This design comes from an exercise in tuning for small area, a short achievable clock period and few clock cycles per item on the open sky130 flow, not from production work. Function was checked by simulation only, so behaviour that the tests miss may differ from the original. Power figures rest on the tool's default switching activity, not on a simulated workload.

[design/flow/constraint.sdc]
create_clock -name core_clock -period 10.0 [get_ports {clk}]
set_input_delay 2.0000 -clock core_clock [delete_from_list [all_inputs] [get_ports {clk}]]
set_output_delay 2.0000 -clock core_clock [all_outputs]
set_load 0.01 [all_outputs]
[design/flow/flow/run.sh]
#!/bin/bash
# The standard layout (the standard.sh, standard synthesis unchanged), with
# timing repair asked to leave 6.5 ns of setup slack at the 10 ns clock.
set -euo pipefail
bash standard.sh SETUP_SLACK_MARGIN=6.5 finish > standard_flow.log 2>&1
[design/flow/design.v]
package muldiv_pkg;
    function automatic logic is_word(input logic [3:0] op);
        is_word = (op >= 4'd8) && (op <= 4'd12);
    endfunction
    function automatic logic is_illegal(input logic [3:0] op);
        is_illegal = op > 4'd12;
    endfunction
    function automatic logic is_mul(input logic [3:0] op);
        is_mul = (op <= 4'd3) || (op == 4'd8);
    endfunction
    function automatic logic is_rem(input logic [3:0] op);
        is_rem = (op == 4'd6) || (op == 4'd7) || (op == 4'd11) || (op == 4'd12);
    endfunction
    function automatic logic is_signed_a(input logic [3:0] op);
        is_signed_a = (op == 4'd1) || (op == 4'd2) || (op == 4'd4) || (op == 4'd6)
            || (op == 4'd9) || (op == 4'd11);
    endfunction
    function automatic logic is_signed_b(input logic [3:0] op);
        is_signed_b = (op == 4'd1) || (op == 4'd4) || (op == 4'd6)
            || (op == 4'd9) || (op == 4'd11);
    endfunction
endpackage
module muldiv_prep (
    input  logic [3:0]  op,
    input  logic [63:0] rs1,
    input  logic [63:0] rs2,
    output logic [66:0] x,
    output logic [63:0] y,
    output logic [65:0] m,
    output logic        a_neg,
    output logic        b_neg
);
    logic        word;
    logic        mul;
    logic        sa;
    logic        sb;
    logic [63:0] a_ext;
    logic [63:0] b_ext;
    always_comb begin
        word  = muldiv_pkg::is_word(op);
        mul   = muldiv_pkg::is_mul(op);
        sa    = muldiv_pkg::is_signed_a(op);
        sb    = muldiv_pkg::is_signed_b(op);
        a_ext = word ? {{32{sa & rs1[31]}}, rs1[31:0]} : rs1;
        b_ext = word ? {{32{sb & rs2[31]}}, rs2[31:0]} : rs2;
        a_neg = sa & a_ext[63];
        b_neg = sb & b_ext[63];
        x     = mul ? 67'd0 : {3'b000, a_ext ^ {64{a_neg}}};
        y     = mul ? rs1 : 64'd0;
        m     = {{2{b_neg}}, b_ext};
    end
endmodule
module muldiv_add #(
    parameter int W  = 67,
    parameter bit KS = 1
) (
    input  logic [W-1:0] a,
    input  logic [W-1:0] b,
    input  logic         cin,
    output logic [W-1:0] s
);
    localparam int N = W + 1;
    localparam int L = $clog2(N);
    logic [N-1:0] g [0:L];
    logic [N-1:0] p [0:L];
    assign g[0] = {a & b, cin};
    assign p[0] = {a ^ b, 1'b0};
    for (genvar l = 0; l < L; l++) begin : g_lvl
        for (genvar i = 0; i < N; i++) begin : g_bit
            if (KS) begin : g_ks
                if (i >= (1 << l)) begin : g_op
                    assign g[l+1][i] = g[l][i] | (p[l][i] & g[l][i - (1 << l)]);
                    assign p[l+1][i] = p[l][i] & p[l][i - (1 << l)];
                end else begin : g_pass
                    assign g[l+1][i] = g[l][i];
                    assign p[l+1][i] = p[l][i];
                end
            end else begin : g_sk
                if ((i >> l) & 1) begin : g_op
                    assign g[l+1][i] = g[l][i] | (p[l][i] & g[l][((i >> l) << l) - 1]);
                    assign p[l+1][i] = p[l][i] & p[l][((i >> l) << l) - 1];
                end else begin : g_pass
                    assign g[l+1][i] = g[l][i];
                    assign p[l+1][i] = p[l][i];
                end
            end
        end
    end
    assign s = (a ^ b) ^ g[L][N-2:0];
endmodule
module muldiv_iter
#(
    parameter int XLEN     = 64,
    parameter bit WORD_OPS = 1
) (
    input  logic            clk,
    input  logic            rst,
    input  logic            flush,
    input  logic            in_valid,
    output logic            in_ready,
    input  logic [3:0]      op,
    input  logic [XLEN-1:0] rs1,
    input  logic [XLEN-1:0] rs2,
    output logic            out_valid,
    input  logic            out_ready,
    output logic [XLEN-1:0] result,
    output logic            busy
);
    localparam int I_IDLE  = 0;
    localparam int I_MUL   = 1;
    localparam int I_INC   = 2;    
    localparam int I_DCHK  = 3;    
    localparam int I_ALIGN = 4;    
    localparam int I_DIV   = 5;
    localparam int I_FIX   = 6;    
    localparam int I_CAP   = 7;    
    logic [7:0]  st;
    logic [7:0]  st_n;
    logic [5:0]  cnt;
    logic [66:0] x;       
    logic [63:0] y;       
    logic [65:0] m;       
    logic        yb;      
    logic        c_word;
    logic        c_mul;
    logic        c_hi;    
    logic        c_fix;   
    logic        c_rem;
    logic        c_ill;
    logic        c_dn;    
    logic        c_neg;   
    logic        c_dz;    
    logic        b_s1, b_s2, b_s4, b_inv, b_cin, b_skip;
    logic        n_s1, n_s2, n_s4, n_inv, n_cin, n_skip;
    logic [66:0] p_x;
    logic [63:0] p_y;
    logic [65:0] p_m;
    logic        p_aneg;
    logic        p_bneg;
    muldiv_prep u_prep (
        .op   (op),
        .rs1  (rs1),
        .rs2  (rs2),
        .x    (p_x),
        .y    (p_y),
        .m    (p_m),
        .a_neg(p_aneg),
        .b_neg(p_bneg)
    );
    logic        take;
    logic        cap_ok;
    logic        ov_n;
    logic [66:0] qop;
    logic [66:0] sum;
    logic        ge;
    logic        m_zero;
    logic        last;
    logic        dn_n;
    logic [63:0] rv;
    logic [63:0] rn;
    logic [63:0] res_n;
    function automatic logic [2:0] booth(input logic b1, input logic b0, input logic bm);
        booth = {b0 ^ bm, (b1 & ~b0 & ~bm) | (~b1 & b0 & bm), b1 & ~(b0 & bm)};
    endfunction
    assign take   = in_ready && in_valid && !flush && !rst;
    assign cap_ok = st[I_CAP] && (!out_valid || out_ready);
    always_comb begin
        qop = ((b_s1 ? {m[65], m} : 67'd0)
             | (b_s2 ? {m, 1'b0} : 67'd0)
             | (b_s4 ? {m[64:0], 2'b00} : 67'd0)) ^ {67{b_inv}};
        ge     = ~sum[66];
        m_zero = (m == 66'd0);
        last   = b_skip ? (cnt == 6'd4) : (cnt == 6'd1);
    end
    muldiv_add #(.W(67), .KS(1)) u_add (.a(x), .b(qop), .cin(b_cin), .s(sum));
    always_comb begin
        st_n = 8'd0;
        if (take) begin
            if (muldiv_pkg::is_illegal(op))  st_n[I_CAP]  = 1'b1;
            else if (muldiv_pkg::is_mul(op)) st_n[I_MUL]  = 1'b1;
            else if (p_aneg)                 st_n[I_INC]  = 1'b1;
            else                             st_n[I_DCHK] = 1'b1;
        end else begin
            if (st[I_IDLE]) st_n[I_IDLE] = 1'b1;
            if (st[I_MUL]) begin
                if (!last)      st_n[I_MUL] = 1'b1;
                else if (c_fix) st_n[I_FIX] = 1'b1;
                else            st_n[I_CAP] = 1'b1;
            end
            if (st[I_INC]) st_n[I_DCHK] = 1'b1;
            if (st[I_DCHK]) begin
                if (m_zero)  st_n[I_CAP]   = 1'b1;
                else if (ge) st_n[I_ALIGN] = 1'b1;
                else         st_n[I_DIV]   = 1'b1;
            end
            if (st[I_ALIGN]) begin
                if (ge) st_n[I_ALIGN] = 1'b1;
                else    st_n[I_DIV]   = 1'b1;
            end
            if (st[I_DIV]) begin
                if (cnt != 6'd0)            st_n[I_DIV] = 1'b1;
                else if (c_rem && sum[66])  st_n[I_FIX] = 1'b1;
                else                        st_n[I_CAP] = 1'b1;
            end
            if (st[I_FIX]) st_n[I_CAP] = 1'b1;
            if (st[I_CAP]) begin
                if (cap_ok) st_n[I_IDLE] = 1'b1;
                else        st_n[I_CAP]  = 1'b1;
            end
        end
    end
    always_comb begin
        n_s1 = 1'b0; n_s2 = 1'b0; n_s4 = 1'b0; n_inv = 1'b0; n_cin = 1'b0; n_skip = 1'b0;
        dn_n = take ? p_bneg : c_dn;
        if (st_n[I_MUL]) begin
            if (take) begin
                {n_s1, n_s2, n_inv} = booth(rs1[1], rs1[0], 1'b0);
                n_skip = (rs1[7:0] == 8'h00);
            end else if (b_skip) begin
                {n_s1, n_s2, n_inv} = booth(y[9], y[8], y[7]);
                n_skip = ((y[15:7] == 9'h000) || (y[15:7] == 9'h1FF)) && (cnt[5:3] != 3'd0);
            end else begin
                {n_s1, n_s2, n_inv} = booth(y[3], y[2], y[1]);
                n_skip = ((y[9:1] == 9'h000) || (y[9:1] == 9'h1FF)) && (cnt > 6'd4);
            end
            n_cin = n_inv;
        end
        if (st_n[I_INC]) n_cin = 1'b1;
        if (st_n[I_DCHK]) begin n_s2 = 1'b1; n_inv = ~dn_n; n_cin = ~dn_n; end
        if (st_n[I_ALIGN]) begin n_s4 = 1'b1; n_inv = ~dn_n; n_cin = ~dn_n; end
        if (st_n[I_DIV]) begin
            n_s1  = 1'b1;
            n_inv = ~(dn_n ^ (st[I_DIV] & sum[66]));
            n_cin = n_inv;
        end
        if (st_n[I_FIX]) begin n_s1 = 1'b1; n_inv = dn_n; n_cin = dn_n; end
    end
    always_comb begin
        rv = c_rem ? x[63:0] : y;
        rn = c_neg ? (64'd0 - rv) : rv;
        if (c_ill)                   res_n = 64'd0;
        else if (c_mul && c_hi)      res_n = x[63:0];
        else if (c_mul && c_word)    res_n = {{32{y[63]}}, y[63:32]};
        else if (c_mul)              res_n = y;
        else if (c_dz && !c_rem)     res_n = {64{1'b1}};
        else if (c_word)             res_n = {{32{rn[31]}}, rn[31:0]};
        else                         res_n = rn;
    end
    always_ff @(posedge clk) begin
        b_s1   <= n_s1;
        b_s2   <= n_s2;
        b_s4   <= n_s4;
        b_inv  <= n_inv;
        b_cin  <= n_cin;
        b_skip <= n_skip;
        if (in_ready) begin
            x       <= p_x;
            y       <= p_y;
            m       <= p_m;
            yb      <= 1'b0;
            cnt     <= muldiv_pkg::is_mul(op) ? (muldiv_pkg::is_word(op) ? 6'd16 : 6'd32) : 6'd0;
            c_word  <= muldiv_pkg::is_word(op);
            c_mul   <= muldiv_pkg::is_mul(op);
            c_hi    <= (op == 4'd1) || (op == 4'd2) || (op == 4'd3);
            c_fix   <= (op == 4'd3) && rs1[63];
            c_rem   <= muldiv_pkg::is_rem(op);
            c_ill   <= muldiv_pkg::is_illegal(op);
            c_dn    <= p_bneg;
            c_neg   <= muldiv_pkg::is_rem(op) ? p_aneg : (p_aneg ^ p_bneg);
            c_dz    <= 1'b0;
        end else begin
            if (st[I_MUL]) begin
                if (b_skip) begin
                    x   <= {{8{x[66]}}, x[66:8]};
                    y   <= {x[7:0], y[63:8]};
                    yb  <= y[7];
                    cnt <= cnt - 6'd4;
                end else begin
                    x   <= {sum[66], sum[66], sum[66:2]};
                    y   <= {sum[1:0], y[63:2]};
                    yb  <= y[1];
                    cnt <= cnt - 6'd1;
                end
            end
            if (st[I_INC] || st[I_FIX]) x <= sum;
            if (st[I_DCHK] && m_zero) c_dz <= 1'b1;
            if (st[I_ALIGN]) begin
                m   <= {m[64:0], 1'b0};
                cnt <= cnt + 6'd1;
            end
            if (st[I_DIV]) begin
                x <= sum;
                y <= {y[62:0], ge};
                if (cnt != 6'd0) begin
                    m   <= {m[65], m[65:1]};
                    cnt <= cnt - 6'd1;
                end
            end
        end
    end
    always_comb begin
        ov_n = out_valid && !out_ready;
        if (cap_ok) ov_n = 1'b1;
    end
    always_ff @(posedge clk) begin
        if (cap_ok) result <= res_n;
        if (rst || flush) begin
            st        <= 8'd1;
            out_valid <= 1'b0;
            in_ready  <= 1'b1;
            busy      <= 1'b0;
        end else begin
            st        <= st_n;
            out_valid <= ov_n;
            in_ready  <= st_n[I_IDLE] || (st_n[I_CAP] && !ov_n);
            busy      <= !st_n[I_IDLE] || ov_n;
        end
    end
endmodule
[design/flow/config.mk]
export PLATFORM = sky130hd
export DESIGN_NAME = muldiv_iter
export DESIGN_NICKNAME = muldiv_iter
export VERILOG_FILES = /design/flow/design.v
export SDC_FILE = /design/flow/constraint.sdc
export NUM_CORES = 4
export LEC_CHECK = 0
export CAP_MARGIN = 20
export CORE_MARGIN = 2
export CORE_UTILIZATION = 40
export SLEW_MARGIN = 20
[design/flow/standard.sh]
#!/bin/bash
# synth_recipe.tcl (not shown) runs the flow's synth.tcl, then flattens the netlist and writes it again
# the make line also repeats each setting of config.mk as NAME=value (left out here)
make -C /OpenROAD-flow-scripts/flow DESIGN_CONFIG=/design/flow/config.mk WORK_HOME=/design/flow/orfs CLKGATE_MAP_FILE= SYNTH_SCRIPT=/design/flow/synth_recipe.tcl "${@:-finish}"
==> run notes, run 1 <==
outcome=timing/DRC/antenna clean; R2R Setup Slk=about 5.9 ns; sequential cell area fraction in the yosys report=a little under a third; sequential power share=a little over a third; global-route wire length before repair=roughly 160000 um; Fin Hold WS=0.494 ns; CTS tree=done; drt via density=6.33; worst skew pair latency=0.59 ns; initial antenna violation count=0; CTS Sinks=293; Setup crit end kind=flip-flop; Vias=26883; startpoint types=flip-flop; Worst-path clk slew=0.06 ns; Final Max Tran Viols=0; Synth Instances=3215; cts hold-fix bufs=0; Antenna Cells=0; Worst Min Path Start=c_dz; final total power=5.20 mW; gpl congestion=0.949; final-stage net count=3589; Routed WL per cell=~26 um; Sw Share=40.5%; maxcap violations=0; Clock Skews=0.0332 ns; DRC Markers=0; Critical R2R Capture=x[61]; total grt overflow=0; power per cell area=161 nW/um^2; dpl hpwl=~77000 um; TritonCTS buffer count=37; worst hold-check path type=reg2reg; synth unique cells=91; Die H=roughly 260 um; R2R cell count=13; Starting Density=40.6%; Ports=204; Final Cell Area=32400 um^2; Critical Path AT=4.51 ns; Synth Cell Area=between 20000 and 30000 um^2; yosys warns=5; critical path class=reg2reg; Clk pwr share=25.1%; maximum fanout along the worst path=16; Die X=approximately 260 um; port buffer count=203; area post-placement=around 28000 um^2; CTS H-tree depth=2; Floorplan Core Area=63200 um^2; Critical Path RT=10.39 ns; Die ar.=roughly 66000 um^2; DRT Wirelength=110000 um; top cells by area, synth=edfxtp_1 24%, a21oi_1 7.5%, dfxtp_1 6.9%; internal power=3.10 mW; synthesized flop and latch total=approximately 290; antenna viol nets, final=0; post-layout min period=4.12 ns; Slew HR=19.3%; sum of negative setup slack=0 ns; WHS Endpoint=c_dz; Worst VDD drop=just over 100 uV; Post-synth ARST share=0%; final setup violation count=0; initial DRC count=3630; drt first pass iters=7; Leak Pwr=11.6 nW; Worst-Margin Slew=1.21 ns; Tot GR Track Use=a little under a third; Hold Path Depth=2; Post-Place Cells=between 4000 and 5000; Hold Violations, Final=0; Root Driver=clkbuf_16; RSZ-0062 raised after global routing=yes; Net Sw Power=2.11 mW; Synth top area share=roughly a quarter; Layout area overhead=26.3%; Tcrit/Tclk final=41.2%; Synth area leader=edfxtp_1; worst r2r src=b_s2; synthesized net count=3430; share of layout cells above drive strength 1=16.4%; Post-synth EDFFs=204; syn_area_per_cell=7.98 um^2; Final Non-Filler Cells=4245; Comb pwr share=between 40% and 50%; fmax=between 0.2 and 0.25 GHz; CTS Buffer Depth=3; largest net degree at the start of global routing=110; ys flop type=edfxtp_1; vias in the first global route=approximately 25000; # rows=a little over 90
==> final cells by class <==
class,instances,area (um^2)
Clock inverter,9,92.6
Timing Repair inverter,1,7.51
Sequential cell,293,7940
Multi-Input combinational cell,2590,18100
Clock buffer,55,1030
Fill cell,5990,30800
Timing Repair Buffer,399,3970
Inverter,52,204
Tap cell,846,1060
==> layout by cell type (no fill, tap or decap), drive strengths merged, types with 44 or more instances in the layout <==
master | netlist | routed
clkdlybuf4s50 | 0 | 193
inv | 51 | 50
o22ai | 60 | 60
nor3 | 52 | 52
dfxtp | 89 | 89
nand3 | 101 | 101
xor2 | 102 | 102
a222oi | 65 | 65
nand4 | 44 | 44
a21oi | 382 | 382
edfxtp | 204 | 204
nor2 | 362 | 362
xnor2 | 157 | 157
buf | 59 | 190
mux2i | 179 | 179
a211oi | 62 | 62
clkbuf | 221 | 61
nand2 | 231 | 231
o21ai | 323 | 323
ha | 77 | 77
==> worst max path at each step <==
stage | endpoint | slack [ns] | startpoint
2_1_floorplan | result[60] | 6.31 | c_rem
6_report | x[61] | 5.88 | b_s2
5_1_grt | b_inv | 5.73 | b_s1
4_1_cts | x[61] | 6.00 | b_s1
3_3_place_gp | x[52] | 4.82 | op[3]
3_5_place_dp | x[28] | 4.69 | op[3]
==> flip-flops by register name (all words and copies together), names as in the netlist, 6 cells and up <==
signal  flops
y          64
cnt         6
result     64
st          8
x          67
m          66
==> power by group through the flow <==
stage / Sequential [mW] / Combinational, mW / Clock, mW
2_1_floorplan: 1.61 / 1.24 / 0
3_3_place_gp: 1.81 / 1.63 / 0
3_5_place_dp: 1.82 / 1.64 / 0
4_1_cts: 1.78 / 1.89 / 1.32
5_1_grt: 1.81 / 2.25 / 1.36
6_report: 1.81 / 2.09 / 1.30
==> Yosys cell counts, drive strengths merged, types with 6 or more instances <==
library cell / number
a211oi: 62
a21o: 41
a21oi: 382
a222oi: 65
a22o: 6
a22oi: 14
a31oi: 20
and2: 10
and3: 10
buf: 59
clkbuf: 221
dfxtp: 89
edfxtp: 204
ha: 77
inv: 51
mux2: 12
mux2i: 179
nand2: 231
nand2b: 21
nand3: 101
nand4: 44
nor2: 362
nor2b: 15
nor3: 52
nor3b: 17
nor4: 34
o211ai: 15
o21a: 8
o21ai: 323
o21bai: 26
o221ai: 18
o22ai: 60
o31ai: 17
o32a: 9
o32ai: 8
or2: 8
or3: 12
or4: 6
xnor2: 157
xor2: 102
==> critical path: stages, from the launching register on <==
cell	delay (ns)
dfxtp_4	0.40
buf_4	0.16
clkbuf_16	0.17
a222oi_1	0.43
xnor2_1	0.21
ha_2	0.50
nand4_1	0.28
nor3_4	0.36
nand2_1	0.09
o32a_1	0.46
a31o_2	0.31
xnor2_2	0.25
nor2_1	0.07
o31ai_1	0.25
==> metal layers <==
layer	share of wire, %	global-route usage, %	vias to the layer above	wire, um
li1	-	-	12285	-
met2	44	48.7	1401	48600
met4	4.9	13.8	0	5400
met1	42	43.3	12954	45900
met3	9.1	5.29	243	10100
met5	0	0	-	0
==> logic make-up (layout without fill, tap and decap cells) <==
group,after synthesis,in the layout,synth area share [%]
xor gates and xnor gates,259,259,8.84
muxes,191,191,7.57
AOI/OAI and AO/OA,1129,1129,27.1
and+or+nand+nor,933,933,16.8
adders and majority gates,78,78,3.83
DFF,293,293,30.8
buffers and inverters,332,516,5.04
==> per-stage QoR <==
step                worst slack (ns)  util [%]
floorplan                       6.31         -
global placement                4.82      44.6
detailed placement              4.69      44.6
CTS                             6.00      49.3
global route                    5.73      51.3
finish                          5.88      51.3
==> timing repair <==
item                       in CTS  in global routing
setup endpoints to repair     223                102
pin swaps                     111                110
gates resized for setup       215                186
cloned                          6                  4
setup buffers                 104                 46
Testbench counts, summed over its fixed seeds: cycles 44,892, items 2,400.
==> run 2: changes to the inputs <==
==> design/flow/run.sh (new file) <==
#!/bin/bash
# synth_recipe.tcl (not shown) runs the flow's synth.tcl, then flattens the netlist and writes it again
# the make line also repeats each setting of config.mk as NAME=value (left out here)
make -C /OpenROAD-flow-scripts/flow DESIGN_CONFIG=/design/flow/config.mk WORK_HOME=/design/flow/orfs CLKGATE_MAP_FILE= SYNTH_SCRIPT=/design/flow/synth_recipe.tcl finish
--- a/design/flow/config.mk
+++ b/design/flow/config.mk
@@ -8,4 +8,5 @@
 export CAP_MARGIN = 20
 export CORE_MARGIN = 2
 export CORE_UTILIZATION = 40
+export SETUP_SLACK_MARGIN = 5
 export SLEW_MARGIN = 20
removed: design/flow/flow/run.sh
removed: design/flow/standard.sh
==> run notes, run 2 <==
post-synthesis simple-gate area fraction=around 17%; Root Driver=clkbuf_16; DRT Wirelength=around 100000 um; worst skew pair latency=about 0.60 ns; RSZ-0062 raised after global routing=yes; Clock Skews=0.0443 ns; CTS Sinks=293; Tot GR Track Use=30.2%; final setup margin=5.22 ns; area post-placement=about 28000 um^2; most flop-heavy register=x; startpoint types=flip-flop; Synth Area in Adders=3.83%; fillers=6192; commonest non-fill, non-tap cell in the layout=a21oi_1; XOR/XNOR share of the synthesized area=8.84%; gpl congestion=0.991; Synth Cell Area=around 26000 um^2; Post-synth top cells=382 x a21oi_1, 362 x nor2_1, 314 x o21ai_0; most common cell in the netlist=a21oi_1; TritonCTS buffer count=37; fmax=approximately 0.21 GHz; antenna viol nets, final=0; yosys warns=5; Layout area overhead=14.1%; final total power=4.86 mW; critical path class=reg2reg; Critical Path AT=5.20 ns; Ports=204; Final Non-Filler Cells=4091; drt via density=6.29; port buffer count=203; global-route wire length before repair=154000 um; Die H=257 um; initial DRC count=3499; Antenna Cells=0; Critical Path RT=10.42 ns; Final Max Tran Viols=0; compound-gate portion of the synthesized area=27.1%; outcome=timing/DRC/antenna clean; Starting Density=40.6%; CTS H-tree depth=2; Synth top area share=23.9%; Setup crit end kind=flip-flop; Vias=between 20000 and 30000; largest net degree at the start of global routing=104; maxcap violations=0; synthesized net count=3430; Routed WL per cell=25.5 um; post-layout min period=roughly 4.8 ns; synthesized flop and latch total=between 200 and 300; Final Cell Area=29300 um^2; synth unique cells=91; Post-Place Cells=4023; sequential cell area fraction in the yosys report=30.8%; Post-synth ARST share=0%; final setup violation count=0; worst hold-check path type=reg2reg; DP Worst Slack=4.61 ns; ys flop type=edfxtp_1; initial antenna violation count=0; final-stage net count=3432; maximum fanout along the worst path=66; Synth Instances=3215; power per cell area=166 nW/um^2; Tcrit/Tclk final=47.8%; vias in the first global route=23865; Slew HR=27.1%; share of layout cells above drive strength 1=under 10%; Die ar.=66200 um^2; Synth area leader=edfxtp_1; top flop regs=x x67, m x66; # rows=slightly above 90; Leak Pwr=10.3 nW; sum of negative setup slack=0 ns; cts hold-fix bufs=0; dpl hpwl=approximately 77000 um; Post-synth EDFFs=204; Worst-Margin Slew=~1.1 ns; Worst-path clk slew=0.07 ns; Floorplan Core Area=63200 um^2; Hold Violations, Final=0; top cells by area, synth=edfxtp_1 24%, a21oi_1 7.5%, dfxtp_1 6.9%; post-synthesis mux area share=between 7 and 8%; flip-flop count of the largest register after layout=67; DRC Markers=0; syn_area_per_cell=7.98 um^2; commonest non-fill, non-tap cells in the layout=382 x a21oi_1, 361 x nor2_1, 312 x o21ai_0, 229 x nand2_1, 204 x edfxtp_1; drt first pass iters=10; total grt overflow=0; CTS tree=done; largest family of logic cells by synthesized area=compound AO/OA/AOI/OAI gates; Die X=257 um; Worst VDD drop=between 100 and 150 uV; CTS Buffer Depth=3
run 2: cell count changes in the layout (fill, tap and decap cells not counted), sizes merged, moves of 2 or more:
cell,change
buf,-150
bufbuf,-2
clkbuf,-6
clkdlybuf4s50,+10
clkinvlp,-2
dlygate4sd2,-5
inv,+3
run 2: cell type report:
class | count | area [um^2] | area share (%)
well taps | 846 | 1060 | 3.62
repair buffers | 243 | 2360 | 8.06
inverters | 52 | 195 | 0.667
clock inverters | 12 | 140 | 0.479
clock buffers | 55 | 1050 | 3.60
flip-flops and latches | 293 | 7930 | 27.1
multi-input cells | 2590 | 16500 | 56.5
run 2: power breakdown:
group	switching, mW	internal, mW	total [mW]
logic	1.02	0.646	1.67
registers	0.354	1.47	1.82
clock network	0.581	0.788	1.37
total	1.96	2.90	4.86
run 2: kinds of logic (layout without fill, tap and decap cells):
group                      count (synthesis)  after routing
AOI/OAI and AO/OA                       1129           1129
buffers and inverters                    332            362
xor gates and xnor gates                 259            259
and+or+nand+nor                          933            933
muxes                                    191            191
adders and majority gates                 78             78
DFF                                      293            293
run 2: worst max-delay path, stage by stage, from the launching register on:
cell	delay [ns]
dfxtp_2	0.31
buf_4	0.50
a222oi_1	0.21
xnor2_1	0.18
ha_1	0.45
nand4_1	0.23
nor4_1	0.56
nand2_1	0.10
o32ai_1	0.27
buf_4	0.20
o21ai_0	0.09
nand3b_1	0.39
o31a_1	0.34
mux2_2	0.46
o221ai_1	0.20
a22oi_1	0.12
run 2: per-layer routing:
metal | wire (um) | GRT usage, % | share of wire [%]
met2 | 45200 | 46.0 | 43
met1 | 46100 | 43.7 | 44
met4 | 3900 | 10.6 | 3.7
met3 | 8930 | 3.87 | 8.6
met5 | 0 | 0 | 0
run 2: worst paths after layout:
kind | startpoint | to | cells past startpoint | slack (ns)
worst max-delay path | b_s2 | b_inv | 15 | 5.22
worst min-delay path | c_dz | c_dz | 2 | 0.49
worst max register to register | b_s2 | b_inv | 15 | 5.22
worst min register to register | c_dz | c_dz | 2 | 0.49
run 2: per-stage QoR:
| stage | utilization, % | hold slack [ns] |
|---|---|---|
| finish | 46.3 | 0.495 |
| global route | 46.3 | 0.514 |
| CTS | 46.2 | 0.491 |
| detailed placement | 44.3 | 0.481 |
| global placement | 44.3 | 0.469 |
| floorplan | - | 0.441 |
run 2: repair_timing:
action,in CTS,in global routing
endpoints found under the setup margin,3,18
resized for setup,1,4
buffers inserted,0,1
endpoints found under the hold margin,0,0

## separate check: timing with driven ports
In the flow no input, the clock included, has a driving cell. The finished layouts below were timed again as built, in two steps.
Step 1 sets driving cells, clkbuf_16 on the clock port and buf_2 on the other inputs (assumed; they add their load-dependent delay and slew).
Step 2 also shifts input and output timing later by t, the mid clock arrival at the registers, as if the neighbouring blocks saw the same clock.
Three values: ideal ports, drivers, drivers and shift; two values: the first two.
run | t, ns | slack for setup (ns) | worst slew at a driven data input, ns
run 1 | 0.635 | 5.880 / 5.880 / 5.570 | 0.05
run 2 | 0.635 | 5.219 / 5.219 / 4.666 | 0.07
After both steps setup and hold are still met in every run listed. For run 2, which loses most, drivers alone change the setup slack by 0.000 ns; drivers and shift together by -0.553 ns.
